What follows belongs to an exercise in optimizing a design on an open flow for small area; a production flow would make more cautious choices.
Function was checked by simulation only, so behaviour that the tests miss may differ from the original.
No activity file was given, so power comes from the tool's default toggle rates.

==> design.v <==
package reg_file_pkg;
  localparam int DATA_W = 32;
  localparam int ADDR_W = 5;
  localparam logic [ADDR_W-1:0] REG_ZERO = 5'd0;
  localparam logic [ADDR_W-1:0] REG_SP   = 5'd29;
  localparam logic [ADDR_W-1:0] REG_RA   = 5'd31;
endpackage
module reg_file_rport
#(
  parameter int DW = reg_file_pkg::DATA_W
) (
  input  logic [30:0]      i_sel,    
  input  logic [31*DW-1:0] i_regs,   
  output logic [DW-1:0]    o_rdata
);
  for (genvar b = 0; b < DW; b++) begin : g_bit
    logic [9:0] nhit;   
    for (genvar k = 0; k < 10; k++) begin : g_tri
      reg_file_aoi222 u_tri (
        .a1 (i_sel[3*k]),   .a2 (i_regs[(3*k)*DW + b]),
        .b1 (i_sel[3*k+1]), .b2 (i_regs[(3*k+1)*DW + b]),
        .c1 (i_sel[3*k+2]), .c2 (i_regs[(3*k+2)*DW + b]),
        .y  (nhit[k])
      );
    end
    reg_file_rcomb u_comb (
      .i_nhit (nhit),
      .i_sel  (i_sel[30]),
      .i_reg  (i_regs[30*DW + b]),
      .o_y    (o_rdata[b])
    );
  end
endmodule
module reg_file_aoi222 (
  input  logic a1, a2, b1, b2, c1, c2,
  output logic y
);
  assign y = ~((a1 & a2) | (b1 & b2) | (c1 & c2));
endmodule
module reg_file_rcomb (
  input  logic [9:0] i_nhit,
  input  logic       i_sel,
  input  logic       i_reg,
  output logic       o_y
);
  assign o_y = ~(&i_nhit) | (i_sel & i_reg);
endmodule
module reg_file_ao22 (
  input  logic a1, a2, b1, b2,
  output logic y
);
  assign y = (a1 & a2) | (b1 & b2);
endmodule
module reg_file
#(
  parameter int DATA_W = reg_file_pkg::DATA_W,
  parameter int ADDR_W = reg_file_pkg::ADDR_W
) (
  input  logic              i_clk,
  input  logic              i_rst,
  input  logic [ADDR_W-1:0] i_raddr_a,
  input  logic [ADDR_W-1:0] i_raddr_b,
  input  logic              i_we,
  input  logic [ADDR_W-1:0] i_waddr,
  input  logic [DATA_W-1:0] i_wdata,
  output logic [DATA_W-1:0] out_a,
  output logic [DATA_W-1:0] out_b,
  output logic [31:0]       wr_cnt
);
  localparam int DEPTH = 2**ADDR_W;
  logic [(DEPTH-1)*DATA_W-1:0] regs_q;          
  logic [DEPTH-1:1]            wsel;            
  logic [DEPTH-1:1]            nwsel;           
  logic [DEPTH-1:1]            valid_q;         
  logic [DEPTH-2:0]            sel_a, sel_b;    
  logic [31:0]                 wr_cnt_q;
  logic                        wr_valid;
  assign wr_valid = i_we && (i_waddr != reg_file_pkg::REG_ZERO);
  for (genvar g = 1; g < DEPTH; g++) begin : g_reg
    logic [DATA_W-1:0] data_q, data_d;
    logic              valid;
    assign wsel[g]  = i_we && (i_waddr == g);
    assign nwsel[g] = ~wsel[g];
    for (genvar b = 0; b < DATA_W; b++) begin : g_bit
      reg_file_ao22 u_next (
        .a1 (wsel[g]),  .a2 (i_wdata[b]),
        .b1 (nwsel[g]), .b2 (data_q[b]),
        .y  (data_d[b])
      );
    end
    always_ff @(posedge i_clk) begin
      data_q <= data_d;
    end
    always_ff @(posedge i_clk or posedge i_rst) begin
      if (i_rst)        valid <= 1'b0;
      else if (wsel[g]) valid <= 1'b1;
    end
    assign regs_q[(g-1)*DATA_W +: DATA_W] = data_q;
    assign valid_q[g]  = valid;
    assign sel_a[g-1]  = valid && (i_raddr_a == g);
    assign sel_b[g-1]  = valid && (i_raddr_b == g);
  end
  always_ff @(posedge i_clk or posedge i_rst) begin
    if (i_rst)         wr_cnt_q <= '0;
    else if (wr_valid) wr_cnt_q <= wr_cnt_q + 32'd1;
  end
  assign wr_cnt = wr_cnt_q;
  reg_file_rport #(.DW(DATA_W)) u_rport_a (
    .i_sel   (sel_a),
    .i_regs  (regs_q),
    .o_rdata (out_a)
  );
  reg_file_rport #(.DW(DATA_W)) u_rport_b (
    .i_sel   (sel_b),
    .i_regs  (regs_q),
    .o_rdata (out_b)
  );
endmodule
==> flow/run.sh <==
#!/bin/bash
# Layout flow: the standard ORFS flow (standard.sh, unchanged synthesis) with these
# changes to how the layout is made:
#  - ports are buffered with buf_1 instead of the default delay-buffer cell,
#  - clock tree synthesis uses clkbuf_8 with mid-size sink clusters and inserts no dummy loads.
# make's full output goes to make.log here; ORFS's own per-step logs stay under orfs/logs.
set -euo pipefail
bash standard.sh \
  "BUFFER_PORTS_ARGS=-buffer_cell sky130_fd_sc_hd__buf_1" \
  "CTS_ARGS=-sink_clustering_enable -repair_clock_nets -dont_use_dummy_load -buf_list sky130_fd_sc_hd__clkbuf_8 -sink_clustering_size 16 -sink_clustering_max_diameter 60" \
  finish > make.log 2>&1
==> standard.sh <==
#!/bin/bash
# synth_recipe.tcl (not shown) runs the flow's synth.tcl, then flattens the netlist and writes it again
# the make line also repeats each setting of config.mk as NAME=value (left out here)
make -C /OpenROAD-flow-scripts/flow DESIGN_CONFIG=/design/flow/config.mk WORK_HOME=/design/flow/orfs CLKGATE_MAP_FILE= SYNTH_SCRIPT=/design/flow/synth_recipe.tcl "${@:-finish}"
==> config.mk <==
export PLATFORM = sky130hd
export DESIGN_NAME = reg_file
export DESIGN_NICKNAME = reg_file
export VERILOG_FILES = /design/flow/design.v
export SDC_FILE = /design/flow/constraint.sdc
export NUM_CORES = 4
export LEC_CHECK = 0
export CAP_MARGIN = 15
export CORE_MARGIN = 2
export CORE_UTILIZATION = 60
export SETUP_SLACK_MARGIN = 0.1
export SLEW_MARGIN = 15
export SYNTH_HIERARCHICAL = 1
export SYNTH_MINIMUM_KEEP_SIZE = 0
==> constraint.sdc <==
create_clock -name core_clock -period 6.0 [get_ports {i_clk}]
set_input_delay 1.2000 -clock core_clock [delete_from_list [all_inputs] [get_ports {i_clk}]]
set_output_delay 1.2000 -clock core_clock [all_outputs]
set_load 0.01 [all_outputs]
==> results.cfg, run 1 <==
[synthesis]
synth_mux_area_frac = 0
synth_nets = 3300
ys_types = 34
synth_warnings = 7
synth_area_per_cell_um2 = 12.34
mappedNetlistArea_um2 = 40080
synth_top_family_by_area = compound AO/OA/AOI/OAI gates
seq_area_frac_synth = 0.5348
synthXorXnorAreaFrac = 0.006774
synth_compound_area_frac = 0.3955
synthSimpleGateAreaFrac = 0.05884
ys_ff_latch = 1055
syn_inst = 3249
synth-adder-area-share = 0.0003122

[timing]
setup_viol = 0
period_share = 0.9291
worst_pin_slew_ns = 1.462
slew_headroom = 0.02551
drv_slew = 0
hold_viol = 0
grt_setup_unrepaired = false
finClkSkew_ns = 0.01026
fmax_ghz = 0.1794
setup_slack_ns = 0.4254
finalSetupTns_ns = 0
finalCriticalPeriod_ns = 5.575
hold_ws_ns = 0.4863

[power_and_ir_drop]
power.density_nw_per_um2 = 343.3
peakVddDrop_uv = 210.9
p_leak_nw = 18.66

[drt]
wire_per_inst_um = 43.12
viasPerCell = 9.267
wl_met2_um = 75210
routed_wl_um = 194800
top_layer = met5
firstDrtPassIters = 17
drtAntennaViolNets = 0
wl_met3_um = 37780
met1_length_um = 61690
drt_iter0_drc = 11420
drcViolationCount = 0
vias = 41870

[clock_tree]
cts_root_buf = clkbuf_8
cts_tree = done
numCtsBuffers = 78
path_clk_slew_ns = 0.10
clkLatencyLatePin_ns = 0.74
clkSinkCount = 1055
clockBufferDepth = 3
cts_max_level = 3
post_cts_buffers = 0
ctsResizeCount = 0
cts_hold_buf = 0

[global_routing]
grt_usage = 0.5351
antenna_found_initial = 28
overflow = 0
grt_pass1_vias = 39740
grt_pass1_wl_um = 273000
grt_start_max_net_pins = 64

[floorplan]
dieArea_um2 = 68890
dieHeight_um = 262.5
fp.dieW_um = 262.5
core_region_area_um2 = 65980
start_util = 0.6075
rows = 94
ioPinCount = 146

[setup_path]
cp_cell_sequence = buf_1, and2_1, nor2b_1, and3_1, buf_4, a222oi_1, nand4_1, a2111o_1, buf_1
cpPeakStageDelay_ns = 0.63
arrival_ns = 4.37
criticalPathCategory = input pin to output port
crit_path_top_delay_cell = a2111o_1
cp_max_fo = 10
crit_required_ns = 4.80
critPathLaunchType = input pin
cp.buffers_inverters = 3
crit_family = simple AND/OR/NAND/NOR gates
cp_common_cell = buf_1
critPathCaptureType = output port

[placed_design]
pre_cts_ws_ns = 0.7742
numPortBuffers = 145
place.gp.congestion = 1.014
dp_hpwl_um = 113400
dp_cells = 4426

[final_layout]
drive_gt1_frac = 0.07525
stdcell_count = 4518
synthToLayoutAreaGrowth_pct = 10.34
nets = 3694

[worst_hold_path]
hold_path.class = register to register

[run_status]
run_status = complete, no violations

[run]
max_cap_violations = 0
## where the power goes
part / switching (mW) / internal, mW / total, mW
combinational: 1.06 / 1.10 / 2.16
sequential: 1.16 / 8.39 / 9.55
clock: 2.30 / 1.17 / 3.47
## per-module statistics from Yosys (local to each module, per instance), a selection
module,cells,times used,flops+latches
reg_file,1361,1,1055
reg_file_ao22,1,992,0
reg_file_aoi222,1,640,0
reg_file_rcomb,4,64,0
## synth_stat cells
cell type	number	area share
nor2b_1	12	0.0019
inv_1	34	0.0032
nand3_1	10	0.0012
or2_0	1	0.00016
dfrtp_1	63	0.039
nor3_4	1	0.00041
clkbuf_1	4	0.00037
nor3_1	8	0.0010
dfxtp_1	992	0.50
and4b_1	3	0.00075
or2_2	4	0.00062
a2111o_1	64	0.018
and3b_1	2	0.00044
buf_2	1	0.00012
and4_1	5	0.0011
o21a_1	1	0.00019
xor2_1	9	0.0020
nand2b_1	30	0.0047
o211ai_2	1	0.00031
nor2_1	18	0.0017
o21ai_4	1	0.00041
nand4_1	139	0.022
and2_0	1	0.00016
buf_1	1	0.000094
a222oi_1	640	0.16
and3_1	68	0.011
ha_1	1	0.00031
a22o_1	992	0.22
nand2_1	109	0.010
or4_4	1	0.00028
nor4_2	1	0.00031
and2_1	8	0.0012
nor3b_1	2	0.00037
xnor2_1	22	0.0048
## worst register-to-register path, stage by stage, from the launching register on
cell	delay, ns
dfrtp_1	0.46
nand4_1	0.17
or2_0	0.38
nor3_4	0.47
nand4_1	0.20
xnor2_1	0.17
## flip-flops by register name (all words and copies together) (netlist names)
signal / cells
wr_cnt_q: 32
g.valid: 31
g.data_q: 992
## stage by stage
stage	util	total power, mW	instance area, um^2
6_report	0.6703	15.18	44220
5_1_grt	0.6700	15.58	44210
4_1_cts	0.6693	14.94	44160
3_5_place_dp	0.6531	11.66	43090
3_3_place_gp	0.6524	11.47	43050
2_1_floorplan	-	10.68	40080
## logic make-up (layout without fill, tap and decap cells)
| group | count (synthesis) | in the layout |
|---|---|---|
| adders and majority gates | 1 | 1 |
| buffers and inverters | 40 | 432 |
| other | 0 | 13 |
| AOI/OAI and AO/OA | 1699 | 1699 |
| DFF | 1055 | 1055 |
| and+or+nand+nor | 423 | 423 |
| xor gates and xnor gates | 31 | 31 |
## area by class of cell
class	instances	area [um^2]
timing repair buffer	320	1976
clock buffer	78	1074
fill	5019	21760
multi-input combinational	2154	18500
tap	864	1081
antenna	13	32.53
sequential	1055	21440
inverter	34	127.6
## cell usage in the layout (no fill, tap or decap), drive strengths merged, types with 13 or more instances in the layout
cell type / synthesis / layout
a22o: 992 / 992
inv: 34 / 33
a2111o: 64 / 64
diode: 0 / 13
clkbuf: 4 / 84
nand2: 109 / 109
and3: 68 / 68
dfxtp: 992 / 992
xnor2: 22 / 22
nand2b: 30 / 30
a222oi: 640 / 640
nand4: 139 / 139
nor2: 18 / 18
dfrtp: 63 / 63
buf: 2 / 314
## final timing paths
path	startpoint	endpoint	slack [ns]	depth (start not counted)
max in group asynchronous	i_rst	g_reg[20].valid$_DFFE_PP0P_	4.63	3
max reg2reg	wr_cnt_q[2]$_DFFE_PP0P_	wr_cnt_q[30]$_DFFE_PP0P_	4.04	5
min in group asynchronous	i_rst	wr_cnt_q[31]$_DFFE_PP0P_	0.72	3
min reg2reg	wr_cnt_q[31]$_DFFE_PP0P_	wr_cnt_q[31]$_DFFE_PP0P_	0.49	1
min	wr_cnt_q[31]$_DFFE_PP0P_	wr_cnt_q[31]$_DFFE_PP0P_	0.49	1
max	i_raddr_b[2]	out_b[10]	0.43	9
## metal layers
layer,track usage,vias up
met5,0.03049,-
met4,0.4329,32
met3,0.2834,1457
met2,0.7301,4812
met1,0.6179,19860
li1,-,15710
==> inputs of run 2 (changes only) <==
--- a/config.mk
+++ b/config.mk
@@ -6,9 +6,9 @@
 export NUM_CORES = 4
 export LEC_CHECK = 0
-export CAP_MARGIN = 15
+export CAP_MARGIN = 10
 export CORE_MARGIN = 2
 export CORE_UTILIZATION = 60
 export SETUP_SLACK_MARGIN = 0.1
-export SLEW_MARGIN = 15
+export SLEW_MARGIN = 10
 export SYNTH_HIERARCHICAL = 1
 export SYNTH_MINIMUM_KEEP_SIZE = 0
==> run 2 against run 1 <==
Synthesized area unchanged. Sequential cell count unchanged. Count of clock-buffer cells in the layout unchanged. First-iteration DRC count down 5.2%. Sequential share of layout area up 0.071 points. Now fails the layout checks on capacitance limit, slew limit. Worst hold slack worse by 0.0059 ns. Critical path depth down 1. Routed wire length down 0.55%. Cell count about the same. Critical endpoint is now out_a[23]. Sequential power about the same.
==> results.cfg, run 2 <==
[run_status]
run_status = failed layout checks
violations = capacitance limit, slew limit

[synthesis]
synth_warnings = 7
synth_ff_type = dfxtp_1
synth_nets = 3300
ys_types = 34
seq_area_frac_synth = 0.5348
synth_area_per_cell_um2 = 12.34
syn_inst = 3249
mappedNetlistArea_um2 = 40080
synth_common_cells = a22o_1 (992), dfxtp_1 (992), a222oi_1 (640), nand4_1 (139), nand2_1 (109)
synth-edff-count = 0
synthArstFlopShare = 0.05972
synth_top_area_cell = dfxtp_1
ys_ff_latch = 1055
yosysTopAreaCellShare = 0.4955
synth.area.top_cells = dfxtp_1 (50%), a22o_1 (22%), a222oi_1 (16%)

[floorplan]
dieArea_um2 = 68890
fp.dieW_um = 262.5
core_region_area_um2 = 65980
rows = 94
start_util = 0.6075
dieHeight_um = 262.5
ioPinCount = 146

[drt]
drt_iter0_drc = 10820
vias = 41490
firstDrtPassIters = 14
routed_wl_um = 193700
drcViolationCount = 0
wire_per_inst_um = 42.89
viasPerCell = 9.185
drtAntennaViolNets = 0

[power_and_ir_drop]
power.density_nw_per_um2 = 344.0
peakVddDrop_uv = 273.0
p_leak_nw = 18.64

[global_routing]
antenna_found_initial = 20
grt_pass1_vias = 39740
grt_usage = 0.5345
overflow = 0
grt_start_max_net_pins = 64
grt_pass1_wl_um = 272900

[clock_tree]
cts_tree = done
cts_max_level = 3
cts_hold_buf = 0
ctsResizeCount = 0
clkLatencyLatePin_ns = 0.75
numCtsBuffers = 78
clkSinkCount = 1055
cts_root_buf = clkbuf_8
path_clk_slew_ns = 0.09
clockBufferDepth = 3
post_cts_buffers = 0

[timing]
slew_headroom = -0.02662
period_share = 0.9400
finClkSkew_ns = 0.01117
drv_slew = 19
finalCriticalPeriod_ns = 5.640
setup_viol = 0
fmax_ghz = 0.1773
hold_viol = 0
worst_pin_slew_ns = 1.540
grt_setup_unrepaired = false
finalSetupTns_ns = 0

[final_layout]
largestRegisters = g.data_q x992, wr_cnt_q x32, g.valid x31
largest_register_ffs = 992
synthToLayoutAreaGrowth_pct = 10.17
top_register = g.data_q
fillers = 5016
drive_gt1_frac = 0.07422
nets = 3691
stdcell_count = 4517
final_cell_mix = a22o_1 (992), dfxtp_1 (992), a222oi_1 (640), buf_4 (167)

[placed_design]
dp_hpwl_um = 112800
numPortBuffers = 145
place.gp.congestion = 1.014
dp_cells = 4424

[run]
max_cap_violations = 1

[setup_path]
critPathLaunchType = input pin
rrSetupSlack_ns = 4.08
critPathCaptureType = output port
crit_required_ns = 4.80
arrival_ns = 4.44
criticalPathCategory = input pin to output port
cp_max_fo = 17

[worst_hold_path]
hold_path.class = register to register
## run 2: changes by cell type in the layout (fill, tap and decap cells not counted), sizes merged
| cell | delta |
|---|---|
| buf | -3 |
| diode | +2 |
| clkinv | -1 |
| inv | +1 |
## run 2: path summary, 6_finish.rpt
| path | from | to | depth (start not counted) |
|---|---|---|---|
| worst max register to register | wr_cnt_q[2]$_DFFE_PP0P_ | wr_cnt_q[31]$_DFFE_PP0P_ | 5 |
| max in group asynchronous | i_rst | g_reg[5].valid$_DFFE_PP0P_ | 3 |
| worst min-delay path | wr_cnt_q[31]$_DFFE_PP0P_ | wr_cnt_q[31]$_DFFE_PP0P_ | 1 |
| worst min register to register | wr_cnt_q[31]$_DFFE_PP0P_ | wr_cnt_q[31]$_DFFE_PP0P_ | 1 |
| min in group asynchronous | i_rst | wr_cnt_q[5]$_DFFE_PP0P_ | 3 |
| worst max-delay path | i_raddr_a[4] | out_a[23] | 8 |
## run 2: metal layers
metal | wire, um | GRT usage
met5 | 170 | 0.01594
met4 | 19960 | 0.4407
met3 | 37540 | 0.2642
met2 | 74680 | 0.7297
met1 | 61380 | 0.6270
## run 2: cell type report
type,count,area (um^2),area share
Inverter,34,127.6,0.002890
Sequential cell,1055,21440,0.4854
Tap cell,864,1081,0.02448
Multi-Input combinational cell,2154,18500,0.4189
Timing Repair Buffer,317,1906,0.04315
Clock buffer,78,1074,0.02431
Antenna cell,15,37.54,0.0008500
## run 2: cell families (layout without fill, tap and decap cells)
group,Yosys count,after routing,share of synthesized area
compound gates,1699,1699,0.3955
flops,1055,1055,0.5348
simple gates,423,423,0.05884
buf+inv,40,429,0.003777
xor+xnor,31,31,0.006774
fa+ha+maj,1,1,0.0003121
other cells,0,15,0
## run 2: metrics by stage
stage | hold slack (ns) | area [um^2] | utilization | total power, mW | setup WS [ns]
finish | 0.4804 | 44160 | 0.6693 | 15.19 | 0.3601
CTS | 0.4828 | 44120 | 0.6687 | 14.95 | 0.7715
global placement | 0.4612 | 43050 | 0.6524 | 11.47 | 0.8115
detailed placement | 0.4652 | 43050 | 0.6524 | 11.66 | 0.7629
floorplan | 0.4403 | 40080 | - | 10.68 | 1.910
global route | 0.4967 | 44140 | 0.6690 | 15.59 | 0.5841
## run 2: critical path: stages
cell	delay (ns)
buf_1	0.38
and3b_1	0.33
and3_1	1.16
buf_4	0.52
a222oi_1	0.17
nand4_1	0.33
a2111o_1	0.18
buf_1	0.17
## run 2: Yosys stat by module, one instance, submodules excluded, excerpt
module / copies in the design / cells inside / cell area, um^2
reg_file: 1 / 1361 / 23220
reg_file_rcomb: 64 / 4 / 27.53
reg_file_aoi222: 640 / 1 / 10.01
reg_file_ao22: 992 / 1 / 8.758
## run 2: report_power, final
group	internal, mW	switching, mW	leakage, nW
Combinational	1.10	1.05	9.05
Clock	1.17	2.32	0.561
Sequential	8.39	1.16	9.03

-- static timing again, ports no longer ideal --
How much do the figures lean on ideal ports? The routed layouts below were timed once more, with nothing changed but the port constraints.
Step 1: set_driving_cell puts a clkbuf_16 on i_clk and a buf_2 on each other input, an assumption about the parent block.
Step 2, shift: input delay + t, output delay - t, t = (earliest + latest rising clock arrival at the registers) / 2. This alone moves slack from input paths to output paths.
Three values: ideal, step 1, step 2; two values: the first two.
| run | t (ns) | slack for setup (ns) | worst setup path after step 2 |
|---|---|---|---|
| run 1 | 0.803 | 0.425 / 0.350 / 0.350 | input to output |
| run 2 | 0.803 | 0.360 / 0.323 / 0.323 | input to output |
The setup slack of run 1, which loses most, moves by -0.075 ns with the drivers and by -0.075 ns with both steps.
